What follows belongs to an exercise in optimizing a design on an open flow for small area and a short achievable clock period; a production flow would make more cautious choices. Power figures rest on the tool's default switching activity, not on a simulated workload.

==> flow/design.v <==
`default_nettype none
package alu_pkg;
	localparam int WIDTH   = 32;  
	localparam int LANES   = 4;   
	localparam int LATENCY = 3;   
	localparam int BLK     = 4;   
	localparam int NBLK    = WIDTH / BLK;
	typedef enum logic [2:0] {
		ADD = 3'd0,  
		SUB = 3'd1,  
		SEQ = 3'd2,  
		SNE = 3'd3,  
		SLT = 3'd4,  
		SGT = 3'd5,  
		SLE = 3'd6,  
		SGE = 3'd7   
	} alu_op_e;
endpackage
`default_nettype wire
`timescale 1ns/1ps
`default_nettype none
module op_dispatch (
	input  logic                                     clk,
	input  logic                                     arst_n,
	input  logic                                     in_valid,
	input  logic [2:0]                               op,
	input  logic [alu_pkg::LANES*alu_pkg::WIDTH-1:0] a_bus,
	input  logic [alu_pkg::LANES*alu_pkg::WIDTH-1:0] b_bus,
	output logic                                     req_valid,
	output logic [2:0]                               req_op,
	output logic [alu_pkg::LANES*alu_pkg::WIDTH-1:0] req_sum,   
	output logic [alu_pkg::LANES*alu_pkg::NBLK-1:0]  req_gen    
);
	localparam int WIDTH = alu_pkg::WIDTH;
	localparam int LANES = alu_pkg::LANES;
	localparam int BLK   = alu_pkg::BLK;
	localparam int NBLK  = alu_pkg::NBLK;
	logic                   sub;
	logic [LANES*WIDTH-1:0] b_eff;
	logic [LANES*WIDTH-1:0] sum_d;
	logic [LANES*NBLK-1:0]  gen_d;
	assign sub   = (op != alu_pkg::ADD);  
	assign b_eff = b_bus ^ {(LANES*WIDTH){sub}};
	genvar j;
	generate
		for (j = 0; j < LANES*NBLK; j++)
		begin : g_blk
			assign {gen_d[j], sum_d[j*BLK +: BLK]} =
				{1'b0, a_bus[j*BLK +: BLK]} + {1'b0, b_eff[j*BLK +: BLK]};
		end
	endgenerate
	always_ff @(posedge clk or negedge arst_n)
	begin
		if (!arst_n)
			req_valid <= 1'b0;
		else
			req_valid <= in_valid;
	end
	always_ff @(posedge clk)
	begin
		req_op  <= op;
		req_sum <= sum_d;
		req_gen <= gen_d;
	end
endmodule
`default_nettype wire
`timescale 1ns/1ps
`default_nettype none
module alu_lane (
	input  logic                      clk,
	input  logic [2:0]                req_op,
	input  logic [alu_pkg::WIDTH-1:0] req_sum,   
	input  logic [alu_pkg::NBLK-1:0]  req_gen,   
	output logic [alu_pkg::WIDTH-1:0] result,
	output logic                      cout,
	output logic                      zero
);
	localparam int WIDTH = alu_pkg::WIDTH;
	localparam int BLK   = alu_pkg::BLK;
	localparam int NBLK  = alu_pkg::NBLK;
	logic             sub;
	logic             use_set;
	logic [NBLK-1:0]  prop;       
	logic [NBLK:0]    carry;      
	logic [WIDTH-1:0] sum;
	logic             sum_zero;
	logic             set_bit;
	logic [WIDTH-1:0] lane_res;
	assign sub     = (req_op != alu_pkg::ADD);
	assign use_set = req_op[2] | req_op[1];
	assign carry[0] = sub;  
	genvar j;
	generate
		for (j = 0; j < NBLK; j++)
		begin : g_blk
			assign prop[j]             = &req_sum[j*BLK +: BLK];
			assign carry[j+1]          = req_gen[j] | (prop[j] & carry[j]);
			assign sum[j*BLK +: BLK]   = req_sum[j*BLK +: BLK] + {{(BLK-1){1'b0}}, carry[j]};
		end
	endgenerate
	assign sum_zero = (sum == '0);
	always_comb
	begin
		case (req_op)
			alu_pkg::SEQ: set_bit = sum_zero;
			alu_pkg::SNE: set_bit = ~sum_zero;
			alu_pkg::SLT: set_bit = ~carry[NBLK];
			alu_pkg::SGT: set_bit = carry[NBLK] & ~sum_zero;
			alu_pkg::SLE: set_bit = ~carry[NBLK] | sum_zero;
			default:      set_bit = carry[NBLK];  
		endcase
		lane_res = use_set ? {{(WIDTH-1){1'b0}}, set_bit} : sum;
	end
	always_ff @(posedge clk)
	begin
		result <= lane_res;
		cout   <= carry[NBLK];  
		zero   <= use_set ? ~set_bit : sum_zero;
	end
endmodule
`default_nettype wire
`timescale 1ns/1ps
`default_nettype none
module result_collect (
	input  logic                                     clk,
	input  logic                                     arst_n,
	input  logic                                     req_valid,
	input  logic [alu_pkg::LANES*alu_pkg::WIDTH-1:0] res_result,
	input  logic [alu_pkg::LANES-1:0]                res_cout,
	input  logic [alu_pkg::LANES-1:0]                res_zero,
	output logic                                     out_valid,
	output logic [alu_pkg::LANES*alu_pkg::WIDTH-1:0] result_bus,
	output logic [alu_pkg::LANES-1:0]                carry_bus,
	output logic [alu_pkg::LANES-1:0]                zero_bus
);
	logic res_valid;
	always_ff @(posedge clk or negedge arst_n)
	begin
		if (!arst_n)
		begin
			res_valid <= 1'b0;
			out_valid <= 1'b0;
		end
		else
		begin
			res_valid <= req_valid;
			out_valid <= res_valid;
		end
	end
	always_ff @(posedge clk)
	begin
		result_bus <= res_result;
		carry_bus  <= res_cout;
		zero_bus   <= res_zero;
	end
endmodule
`default_nettype wire
`timescale 1ns/1ps
`default_nettype none
module alu_array_top (
	input  logic         clk,
	input  logic         arst_n,
	input  logic         in_valid,
	input  logic [2:0]   op,          
	input  logic [127:0] a_bus,       
	input  logic [127:0] b_bus,
	output logic         out_valid,
	output logic [127:0] result_bus,
	output logic [3:0]   carry_bus,
	output logic [3:0]   zero_bus
);
	localparam int WIDTH = alu_pkg::WIDTH;
	localparam int LANES = alu_pkg::LANES;
	localparam int NBLK  = alu_pkg::NBLK;
	logic                   req_valid;
	logic [2:0]             req_op;
	logic [LANES*WIDTH-1:0] req_sum;
	logic [LANES*NBLK-1:0]  req_gen;
	logic [LANES*WIDTH-1:0] res_result;
	logic [LANES-1:0]       res_cout;
	logic [LANES-1:0]       res_zero;
	op_dispatch u_dispatch (
		.clk       (clk),
		.arst_n    (arst_n),
		.in_valid  (in_valid),
		.op        (op),
		.a_bus     (a_bus),
		.b_bus     (b_bus),
		.req_valid (req_valid),
		.req_op    (req_op),
		.req_sum   (req_sum),
		.req_gen   (req_gen)
	);
	genvar i;
	generate
		for (i = 0; i < LANES; i++)
		begin : g_lane
			alu_lane u_lane (
				.clk     (clk),
				.req_op  (req_op),
				.req_sum (req_sum[i*WIDTH +: WIDTH]),
				.req_gen (req_gen[i*NBLK +: NBLK]),
				.result  (res_result[i*WIDTH +: WIDTH]),
				.cout    (res_cout[i]),
				.zero    (res_zero[i])
			);
		end
	endgenerate
	result_collect u_collect (
		.clk        (clk),
		.arst_n     (arst_n),
		.req_valid  (req_valid),
		.res_result (res_result),
		.res_cout   (res_cout),
		.res_zero   (res_zero),
		.out_valid  (out_valid),
		.result_bus (result_bus),
		.carry_bus  (carry_bus),
		.zero_bus   (zero_bus)
	);
endmodule
`default_nettype wire
export LEC_CHECK = 0
export CAP_MARGIN = 20
export CORE_MARGIN = 2
export CORE_UTILIZATION = 40
export SLEW_MARGIN = 20
create_clock -name core_clock -period 18.0 [get_ports {clk}]
run.sh (not shown) runs the stock make flow with config.mk's settings and CLKGATE_MAP_FILE= SYNTH_SCRIPT=/design/flow/synth_recipe.tcl, a recipe that flattens the netlist after the stock synthesis.
Change:
==> flow/flow/run.sh (new file) <==
#!/bin/bash
# The standard layout, with the smallest buffer on every port instead of the
# one buffer_ports picks on its own.
set -euo pipefail
export BUFFER_PORTS_ARGS="-buffer_cell sky130_fd_sc_hd__buf_1"
bash standard.sh > standard.log 2>&1
==> flow/standard.sh (new file) <==
#!/bin/bash
# synth_recipe.tcl (not shown) runs the flow's synth.tcl, then flattens the netlist and writes it again
# the make line also repeats each setting of config.mk as NAME=value (left out here)
make -C /OpenROAD-flow-scripts/flow DESIGN_CONFIG=/design/flow/config.mk WORK_HOME=/design/flow/orfs CLKGATE_MAP_FILE= SYNTH_SCRIPT=/design/flow/synth_recipe.tcl "${@:-finish}"
removed: flow/run.sh
Outcome: Setup slack gains 440 ps. Design area goes down by about 11%. Non-clock buffer count goes up by 1. Via count goes up by 1.4%. Combinational power goes down by 16%. Count of clock-buffer cells in the layout goes up by 5. Die area stays the same. Fmax goes up by 8.0%. Cell count hardly moves. Power goes down by 5.6%. Synthesized cell count stays the same.
Change:
==> flow/flow/run.sh (replaced) <==
#!/bin/bash
# The standard layout, with the smallest buffer on every port instead of the
# one buffer_ports picks on its own, and a clock tree of smaller buffers
# without dummy loads.
set -euo pipefail
export BUFFER_PORTS_ARGS="-buffer_cell sky130_fd_sc_hd__buf_1"
export CTS_ARGS="-sink_clustering_enable -repair_clock_nets -dont_use_dummy_load -buf_list {sky130_fd_sc_hd__clkbuf_4 sky130_fd_sc_hd__clkbuf_8}"
bash standard.sh > standard.log 2>&1
Result: Fmax hardly moves. Total power is lower by 9.5%. Global-route usage goes up by 0.12 points. Clock skew went up by 25 ps. Final cell count is about the same. Utilization fell by 1.2 points. Worst setup slack stays flat. Wire length is about the same.
No functional check of the RTL was part of any run of this note.

[re-timing with driven ports]
The flow's constraints put no driver on any port. The routed layouts listed below were extracted and timed again, unchanged, in two steps.
Step 1 sets driving cells, clkbuf_16 on the clock port and buf_2 on the other inputs (assumed; they add their load-dependent delay and slew).
Step 2 also shifts input and output timing later by t, the mid clock arrival at the registers, as if the neighbouring blocks saw the same clock.
Three values: no drivers, after step 1, after step 2; two values: the first two.
| run | shift t [ns] | setup slack, ns | worst setup path at the end | worst register clock-pin slew, ns |
|---|---|---|---|---|
| the first run | 0.614 | 12.132 / 12.161 / 11.547 | input to register | 0.07 / 0.07 |
| the second run | 0.595 | 12.567 / 12.595 / 12.000 | input to register | 0.06 / 0.06 |
| the third run | 0.622 | 12.571 / 12.595 / 11.973 | input to register | 0.06 / 0.06 |
After both steps setup and hold are still met in every run listed. For the third run, which loses most, drivers alone change the setup slack by +0.024 ns; drivers and shift together by -0.598 ns.
